Source: an optimization exercise on an open RTL-to-GDS flow (aim: small area, a short achievable clock period and few clock cycles per item). Production flows keep margins and buffers that such runs may drop. Function was checked by simulation only, so behaviour that the tests miss may differ from the original. Power is estimated from default activity; no workload was simulated.

==> inputs of nickel <==
==> flow/design.v <==
`timescale 1ns/100ps
package icache_pkg;
    localparam int INDEX_W    = 4;
    localparam int OFFSET_W   = 2;
    localparam int WAYS       = 2;
    localparam int TAG_W      = 32 - INDEX_W - OFFSET_W - 2;
    localparam int LINE_WORDS = 4;
    localparam int SETS       = 1 << INDEX_W;
    typedef logic [31:0]              addr_t;
    typedef logic [31:0]              instr_t;
    typedef logic [TAG_W-1:0]         tag_t;
    typedef logic [INDEX_W-1:0]       index_t;
    typedef logic [OFFSET_W-1:0]      offset_t;
    typedef logic [LINE_WORDS*32-1:0] line_t;
    typedef struct packed {
        addr_t addr;
    } fetch_req_t;
    typedef struct packed {
        addr_t  pc;
        instr_t instr0;
        instr_t instr1;
        logic   second_valid;
    } fetch_resp_t;
    typedef struct packed {
        addr_t line_addr;
    } mem_req_t;
    typedef struct packed {
        logic  hit;
        line_t line;
    } way_lookup_t;
    typedef enum logic [1:0] {
        IDLE,
        LOOKUP,
        REFILL,
        RESPOND
    } ctrl_state_t;
    function automatic logic [OFFSET_W-1:0] addr_offset(logic [31:0] a);
        addr_offset = a[OFFSET_W+1:2];
    endfunction
    function automatic logic [INDEX_W-1:0] addr_index(logic [31:0] a);
        addr_index = a[OFFSET_W+2 +: INDEX_W];
    endfunction
    function automatic logic [TAG_W-1:0] addr_tag(logic [31:0] a);
        addr_tag = a[31 -: TAG_W];
    endfunction
endpackage
`timescale 1ns/100ps
`timescale 1ns/100ps
`timescale 1ns/100ps
`timescale 1ns/100ps
module icache_top (
    input  logic                    clk,
    input  logic                    rst_n,
    input  logic                    fetch_valid,
    input  logic [31:0]             fetch_addr,
    output logic                    fetch_ready,
    output logic                    resp_valid,
    output logic [31:0]             resp_pc,
    output logic [31:0]             resp_instr0,
    output logic [31:0]             resp_instr1,
    output logic                    resp_second_valid,
    input  logic                    resp_ready,
    input  logic                    flush,
    output logic                    mem_req_valid,
    output logic [31:0]             mem_addr,
    input  logic                    mem_data_valid,
    input  logic [127:0]            mem_data
);
    logic [15:0][127:0] d0, d1;
    logic [15:0][23:0]  t0, t1;
    logic [15:0]        val0, val1, lru;
    logic [15:0]        fs0, fs1;        
    logic        v2, v0, v1;
    logic        fb2, fb0, fb1, fpend;   
    logic [31:0] a2, a0, a1;
    logic [23:0] tq0, tq1;               
    logic        tv0, tv1;               
    logic        lw;                     
    logic [3:0]  lw_set;
    logic        lw_way;
    logic [23:0] lw_tag;
    logic        inv_seen;               
    logic [31:0] dw0, dw1;               
    logic        hq0, hq1;               
    logic        vq;                     
    logic        mq;                     
    logic [27:0] mreg;                   
    wire [3:0]  set0 = a0[7:4];
    wire [23:0] tag0 = a0[31:8];
    wire [3:0]  set1 = a1[7:4];
    wire [23:0] tag1 = a1[31:8];
    wire hit1      = hq0 || hq1;
    wire slot_free = !resp_valid || resp_ready;
    logic r_valid;
    wire r_free    = !r_valid || slot_free;
    wire inv       = v1 && fb1;
    wire hit_go    = v1 && !fb1 && hit1 && r_free;
    wire waiting   = v1 && !fb1 && !hit1;
    wire data_in   = waiting && mem_data_valid;
    wire byp       = data_in && r_free;
    wire pop       = hit_go || byp;
    wire new_lru1  = hit1 ? hq0 : !vq;
    wire same1 = v1 && !fb1 && mq && (set1 == set0);
    wire samew = lw && !inv_seen && (lw_set == set0);
    wire eq1   = (tag1 == tag0);
    wire eqw   = (lw_tag == tag0);
    wire h0r   = (same1 && !vq)      ? eq1 :
                 (samew && !lw_way)  ? eqw : (tv0 && !inv_seen && (tq0 == tag0));
    wire h1r   = (same1 && vq)       ? eq1 :
                 (samew && lw_way)   ? eqw : (tv1 && !inv_seen && (tq1 == tag0));
    wire vic0  = (v1 && (set1 == set0)) ? new_lru1 : lru[set0];
    wire accept  = fetch_valid && fetch_ready;
    wire fbnew   = fpend || flush;
    wire move01  = v0 && (!v1 || pop);
    wire a0_free = !v0 || move01;
    logic v2_next;
    always_comb begin
        if (a0_free) v2_next = 1'b0;
        else         v2_next = v2 || accept;
    end
    wire [31:0] a0_new = v2 ? a2 : fetch_addr;
    always_ff @(posedge clk) begin
        if (!rst_n) begin
            v0          <= 1'b0;
            v1          <= 1'b0;
            v2          <= 1'b0;
            fpend       <= 1'b0;
            fetch_ready <= 1'b1;
        end else begin
            if (!v1 || pop) v1 <= v0;
            if (a0_free)    v0 <= v2 || accept;
            v2          <= v2_next;
            fpend       <= fbnew && !accept;
            fetch_ready <= !v2_next;
        end
    end
    always_ff @(posedge clk) begin
        if (a0_free) begin
            a0  <= a0_new;
            fb0 <= v2 ? fb2 : fbnew;
        end
        if (!v2) begin
            a2  <= fetch_addr;
            fb2 <= fbnew;
        end
        if (move01) begin
            a1   <= a0;
            fb1  <= fb0;
            dw0  <= h0r ? (32'h1 << a0[7:3]) : 32'h0;
            dw1  <= h1r ? (32'h1 << a0[7:3]) : 32'h0;
            hq0  <= h0r;
            hq1  <= h1r;
            vq   <= vic0;
            mq   <= !(h0r || h1r);
            if (!fb0) begin
                mreg <= a0[31:4];
            end
        end else if (inv) begin
            fb1  <= 1'b0;
            hq0  <= 1'b0;
            hq1  <= 1'b0;
            dw0  <= 32'h0;
            dw1  <= 32'h0;
            mq   <= 1'b1;
            mreg <= a1[31:4];
        end else if (data_in) begin
            hq0  <= !vq;
            hq1  <= vq;
            dw0  <= vq ? 32'h0 : (32'h1 << a1[7:3]);
            dw1  <= vq ? (32'h1 << a1[7:3]) : 32'h0;
        end
    end
    always_ff @(posedge clk) begin
        if (a0_free) begin
            tq0 <= t0[a0_new[7:4]];
            tq1 <= t1[a0_new[7:4]];
            tv0 <= val0[a0_new[7:4]];
            tv1 <= val1[a0_new[7:4]];
            lw     <= |{fs0, fs1};
            lw_set <= set1;
            lw_way <= vq;
            lw_tag <= tag1;
        end
    end
    always_ff @(posedge clk) begin
        if (!rst_n) begin
            inv_seen <= 1'b0;
        end else begin
            inv_seen <= inv || (inv_seen && !a0_free);
        end
    end
    wire [15:0] set1_oh = 16'h1 << set1;
    always_ff @(posedge clk) begin
        if (!rst_n) begin
            fs0 <= '0;
            fs1 <= '0;
        end else begin
            fs0 <= (waiting && !mem_data_valid && !vq) ? set1_oh : 16'h0;
            fs1 <= (waiting && !mem_data_valid && vq)  ? set1_oh : 16'h0;
        end
    end
    always_ff @(posedge clk) begin
        if (!rst_n) begin
            val0 <= '0;
            val1 <= '0;
            lru  <= '0;
        end else begin
            if (inv) begin
                val0 <= '0;
                val1 <= '0;
            end else begin
                val0 <= val0 | fs0;
                val1 <= val1 | fs1;
            end
            if (pop) begin
                lru[set1] <= new_lru1;
            end
        end
    end
    always_ff @(posedge clk) begin
        if (!rst_n) begin
            mem_req_valid <= 1'b0;
        end else if (move01) begin
            mem_req_valid <= !fb0 && !(h0r || h1r);
        end else if (pop || data_in) begin
            mem_req_valid <= 1'b0;
        end else if (inv) begin
            mem_req_valid <= 1'b1;
        end
    end
    assign mem_addr = {mreg, 4'h0};
    always_ff @(posedge clk) begin
        for (int s = 0; s < 16; s++) begin
            if (fs0[s]) begin
                d0[s] <= mem_data;
                t0[s] <= tag1;
            end
            if (fs1[s]) begin
                d1[s] <= mem_data;
                t1[s] <= tag1;
            end
        end
    end
    logic [63:0] ph;
    always_comb begin
        ph = '0;
        for (int s = 0; s < 16; s++) begin
            ph = ph | ({64{dw0[2*s]}} & d0[s][63:0]) | ({64{dw0[2*s+1]}} & d0[s][127:64])
                    | ({64{dw1[2*s]}} & d1[s][63:0]) | ({64{dw1[2*s+1]}} & d1[s][127:64]);
        end
    end
    wire [63:0] mpair = a1[3] ? mem_data[127:64] : mem_data[63:0];
    logic [63:0] r_pair;
    logic [31:0] r_pc;
    always_ff @(posedge clk) begin
        if (!rst_n) begin
            r_valid <= 1'b0;
        end else if (r_free) begin
            r_valid <= pop;
        end
        if (r_free) begin
            r_pair <= ph | (mpair & {64{!hit1}});
            r_pc   <= a1;
        end
    end
    always_ff @(posedge clk) begin
        if (!rst_n) begin
            resp_valid <= 1'b0;
        end else if (slot_free) begin
            resp_valid <= r_valid;
        end
    end
    wire  [96:0] resp_new = {r_pc,
                             r_pc[2] ? r_pair[63:32] : r_pair[31:0],
                             r_pc[2] ? 32'h0 : r_pair[63:32],
                             !r_pc[2]};
    logic [96:0] resp_keep;
    always_ff @(posedge clk) begin
        if (slot_free && r_valid) begin
            resp_keep <= resp_new;
        end
        {resp_pc, resp_instr0, resp_instr1, resp_second_valid} <= slot_free ? resp_new : resp_keep;
    end
endmodule
==> flow/run.sh <==
#!/bin/bash
# synth_recipe.tcl (not shown) runs the flow's synth.tcl, then flattens the netlist and writes it again
# the make line also repeats each setting of config.mk as NAME=value (left out here)
make -C /OpenROAD-flow-scripts/flow DESIGN_CONFIG=/design/flow/config.mk WORK_HOME=/design/flow/orfs CLKGATE_MAP_FILE= SYNTH_SCRIPT=/design/flow/synth_recipe.tcl finish
==> flow/config.mk <==
export PLATFORM = sky130hd
export DESIGN_NAME = icache_top
export DESIGN_NICKNAME = icache_top
export VERILOG_FILES = /design/flow/design.v
export SDC_FILE = /design/flow/constraint.sdc
export NUM_CORES = 4
export LEC_CHECK = 0
export CAP_MARGIN = 20
export CORE_MARGIN = 2
export CORE_UTILIZATION = 50
export PLACE_DENSITY = 0.6
export SETUP_SLACK_MARGIN = 2.5
export SLEW_MARGIN = 20
==> flow/constraint.sdc <==
create_clock -name core_clock -period 5.0 [get_ports {clk}]
set_input_delay 1.0000 -clock core_clock [delete_from_list [all_inputs] [get_ports {clk}]]
set_output_delay 1.0000 -clock core_clock [all_outputs]
set_load 0.01 [all_outputs]
==> quartz: changes against nickel <==
--- a/flow/design.v
+++ b/flow/design.v
@@ -80,24 +80,21 @@
     logic        lw_way;
     logic [23:0] lw_tag;
     logic        inv_seen;               
-    logic [31:0] dw0, dw1;               
+    logic [31:0] dec1;                   
     logic        hq0, hq1;               
     logic        vq;                     
     logic        mq;                     
-    logic [27:0] mreg;                   
     wire [3:0]  set0 = a0[7:4];
     wire [23:0] tag0 = a0[31:8];
     wire [3:0]  set1 = a1[7:4];
     wire [23:0] tag1 = a1[31:8];
     wire hit1      = hq0 || hq1;
     wire slot_free = !resp_valid || resp_ready;
-    logic r_valid;
-    wire r_free    = !r_valid || slot_free;
     wire inv       = v1 && fb1;
-    wire hit_go    = v1 && !fb1 && hit1 && r_free;
+    wire hit_go    = v1 && !fb1 && hit1 && slot_free;
     wire waiting   = v1 && !fb1 && !hit1;
     wire data_in   = waiting && mem_data_valid;
-    wire byp       = data_in && r_free;
+    wire byp       = data_in && slot_free;
     wire pop       = hit_go || byp;
     wire new_lru1  = hit1 ? hq0 : !vq;
     wire same1 = v1 && !fb1 && mq && (set1 == set0);
@@ -146,28 +143,19 @@
         if (move01) begin
             a1   <= a0;
             fb1  <= fb0;
-            dw0  <= h0r ? (32'h1 << a0[7:3]) : 32'h0;
-            dw1  <= h1r ? (32'h1 << a0[7:3]) : 32'h0;
+            dec1 <= 32'h1 << a0[7:3];
             hq0  <= h0r;
             hq1  <= h1r;
             vq   <= vic0;
             mq   <= !(h0r || h1r);
-            if (!fb0) begin
-                mreg <= a0[31:4];
-            end
         end else if (inv) begin
             fb1  <= 1'b0;
             hq0  <= 1'b0;
             hq1  <= 1'b0;
-            dw0  <= 32'h0;
-            dw1  <= 32'h0;
             mq   <= 1'b1;
-            mreg <= a1[31:4];
         end else if (data_in) begin
             hq0  <= !vq;
             hq1  <= vq;
-            dw0  <= vq ? 32'h0 : (32'h1 << a1[7:3]);
-            dw1  <= vq ? (32'h1 << a1[7:3]) : 32'h0;
         end
     end
     always_ff @(posedge clk) begin
@@ -189,7 +177,10 @@
             inv_seen <= inv || (inv_seen && !a0_free);
         end
     end
-    wire [15:0] set1_oh = 16'h1 << set1;
+    logic [15:0] set1_oh;
+    always_comb begin
+        for (int s = 0; s < 16; s++) set1_oh[s] = dec1[2*s] || dec1[2*s+1];
+    end
     always_ff @(posedge clk) begin
         if (!rst_n) begin
             fs0 <= '0;
@@ -217,18 +208,8 @@
             end
         end
     end
-    always_ff @(posedge clk) begin
-        if (!rst_n) begin
-            mem_req_valid <= 1'b0;
-        end else if (move01) begin
-            mem_req_valid <= !fb0 && !(h0r || h1r);
-        end else if (pop || data_in) begin
-            mem_req_valid <= 1'b0;
-        end else if (inv) begin
-            mem_req_valid <= 1'b1;
-        end
-    end
-    assign mem_addr = {mreg, 4'h0};
+    assign mem_req_valid = waiting;
+    assign mem_addr      = {a1[31:4], 4'h0};
     always_ff @(posedge clk) begin
         for (int s = 0; s < 16; s++) begin
             if (fs0[s]) begin
@@ -241,44 +222,30 @@
             end
         end
     end
-    logic [63:0] ph;
+    logic [63:0] p0, p1;
     always_comb begin
-        ph = '0;
+        p0 = '0;
+        p1 = '0;
         for (int s = 0; s < 16; s++) begin
-            ph = ph | ({64{dw0[2*s]}} & d0[s][63:0]) | ({64{dw0[2*s+1]}} & d0[s][127:64])
-                    | ({64{dw1[2*s]}} & d1[s][63:0]) | ({64{dw1[2*s+1]}} & d1[s][127:64]);
+            p0 = p0 | ({64{dec1[2*s]}} & d0[s][63:0]) | ({64{dec1[2*s+1]}} & d0[s][127:64]);
+            p1 = p1 | ({64{dec1[2*s]}} & d1[s][63:0]) | ({64{dec1[2*s+1]}} & d1[s][127:64]);
         end
     end
     wire [63:0] mpair = a1[3] ? mem_data[127:64] : mem_data[63:0];
-    logic [63:0] r_pair;
-    logic [31:0] r_pc;
-    always_ff @(posedge clk) begin
-        if (!rst_n) begin
-            r_valid <= 1'b0;
-        end else if (r_free) begin
-            r_valid <= pop;
-        end
-        if (r_free) begin
-            r_pair <= ph | (mpair & {64{!hit1}});
-            r_pc   <= a1;
-        end
-    end
+    wire [63:0] pr    = !hit1 ? mpair : (hq1 ? p1 : p0);
     always_ff @(posedge clk) begin
         if (!rst_n) begin
             resp_valid <= 1'b0;
-        end else if (slot_free) begin
-            resp_valid <= r_valid;
-        end
-    end
-    wire  [96:0] resp_new = {r_pc,
-                             r_pc[2] ? r_pair[63:32] : r_pair[31:0],
-                             r_pc[2] ? 32'h0 : r_pair[63:32],
-                             !r_pc[2]};
-    logic [96:0] resp_keep;
-    always_ff @(posedge clk) begin
-        if (slot_free && r_valid) begin
-            resp_keep <= resp_new;
-        end
-        {resp_pc, resp_instr0, resp_instr1, resp_second_valid} <= slot_free ? resp_new : resp_keep;
+        end else begin
+            resp_valid <= pop || (resp_valid && !resp_ready);
+        end
+    end
+    always_ff @(posedge clk) begin
+        if (slot_free) begin
+            resp_pc           <= a1;
+            resp_instr0       <= a1[2] ? pr[63:32] : pr[31:0];
+            resp_instr1       <= a1[2] ? 32'h0 : pr[63:32];
+            resp_second_valid <= !a1[2];
+        end
     end
 endmodule
- CORE_UTILIZATION: 50 -> 55
- PLACE_DENSITY: 0.6 -> 0.65
==> zinc: changes against nickel <==
- CAP_MARGIN: 20 -> 30
- CTS_CLUSTER_DIAMETER: unset -> 60
- CTS_CLUSTER_SIZE: unset -> 27
- SLEW_MARGIN: 20 -> 50
==> run notes <==
- Multi-input gate share of the layout cell area: 0.151
- Status: timing/DRC/antenna clean
- WHS: 419 ps
- Largest net degree at the start of global routing: around 100
- Minimum clock period: about 2800 ps
- P_sw: about 24 mW
- Fill cells: 28504
- Worst slew pin tran: about 1300 ps
- Layout clock area frac: 0.0719
- Sequential element share of the synthesized area: 0.818
- CLK BUF: between 700 and 800
- Clk sinks: 5518
- Clk slew on worst S/H paths: 60 ps
-- figures above: nickel

==> run notes <==
- Status: timing/DRC/antenna clean
- Worst slew pin tran: 880 ps
- P_sw: approximately 24 mW
- CLK BUF: 401
- WHS: 421 ps
- Fill cells: between 20000 and 30000
- Multi-input gate share of the layout cell area: 0.152
- Minimum clock period: approximately 2900 ps
- Layout clock area frac: 0.0577
- Largest net degree at the start of global routing: between 100 and 150
- Clk slew on worst S/H paths: approximately 100 ps
- Clock Skews: 61.6 ps
- Avg Cell Area, Syn: 17.6 um^2
- Sequential element share of the synthesized area: 0.818
- Clk sinks: 5518
-- figures above: zinc

==> run notes <==
- Status: failed layout checks
- SO Faults: slew limit
- Post-Place Cell Area: slightly above 200000 um^2
- Fill cells: 22263
- Post-synthesis mux area share: 0.00635
- Clk sinks: ~5300
- Max Used Layer: met5
- Minimum clock period: between 2000 and 3000 ps
- CP arrival: slightly below 2000 ps
- Power per cell area: a little over 400 nW/um^2
- WHS: between 400 and 500 ps
- Slew Viols, Final: 45
- CP endpoint: resp_instr1[16]
- Clk slew on worst S/H paths: roughly 60 ps
- P_sw: 20.6 mW
- Footprint of the multi-input gates: about 34000 um^2
- Sequential element share of the synthesized area: 0.822
- Worst slew pin tran: ~1700 ps
-- figures above: quartz

Testbench counts of nickel, summed over its fixed seeds: cycles 18,316, items 12,000.
Testbench counts of quartz, summed over its fixed seeds: cycles 18,308, items 12,000.
Testbench counts of zinc, summed over its fixed seeds: cycles 18,316, items 12,000.

afterwards: timing with drivers on the ports:
How much do the figures lean on ideal ports? The routed layouts below were timed once more, with nothing changed but the port constraints.
Step 1, drivers: a clkbuf_16 drives clk and a buf_2 each remaining input, both assumed.
Step 2 times the ports against the registers' clock, not the clock port: input delays grow and output delays shrink by t, the midpoint of the rising clock arrivals with the driver on.
Slacks: no drivers / after step 1 / after step 2; pairs: no drivers / after step 1.
run | t (ns) | slack for setup (ns) | hold WS [ns] | clock arrival spread, ns | cell pins on the clock port's net
nickel | 1.177 | 2.210 / 2.161 / 1.381 | 0.419 / 0.395 / 0.419 | 0.068 / 0.069 | 1
quartz | 1.165 | 2.033 / 1.918 / 1.523 | 0.403 / 0.392 / 0.403 | 0.043 / 0.043 | 1
zinc | 1.139 | 2.147 / 2.147 / 1.604 | 0.421 / 0.421 / 0.421 | 0.086 / 0.086 | 1
The setup slack of nickel, which loses most, moves by -0.049 ns with the drivers and by -0.829 ns with both steps.
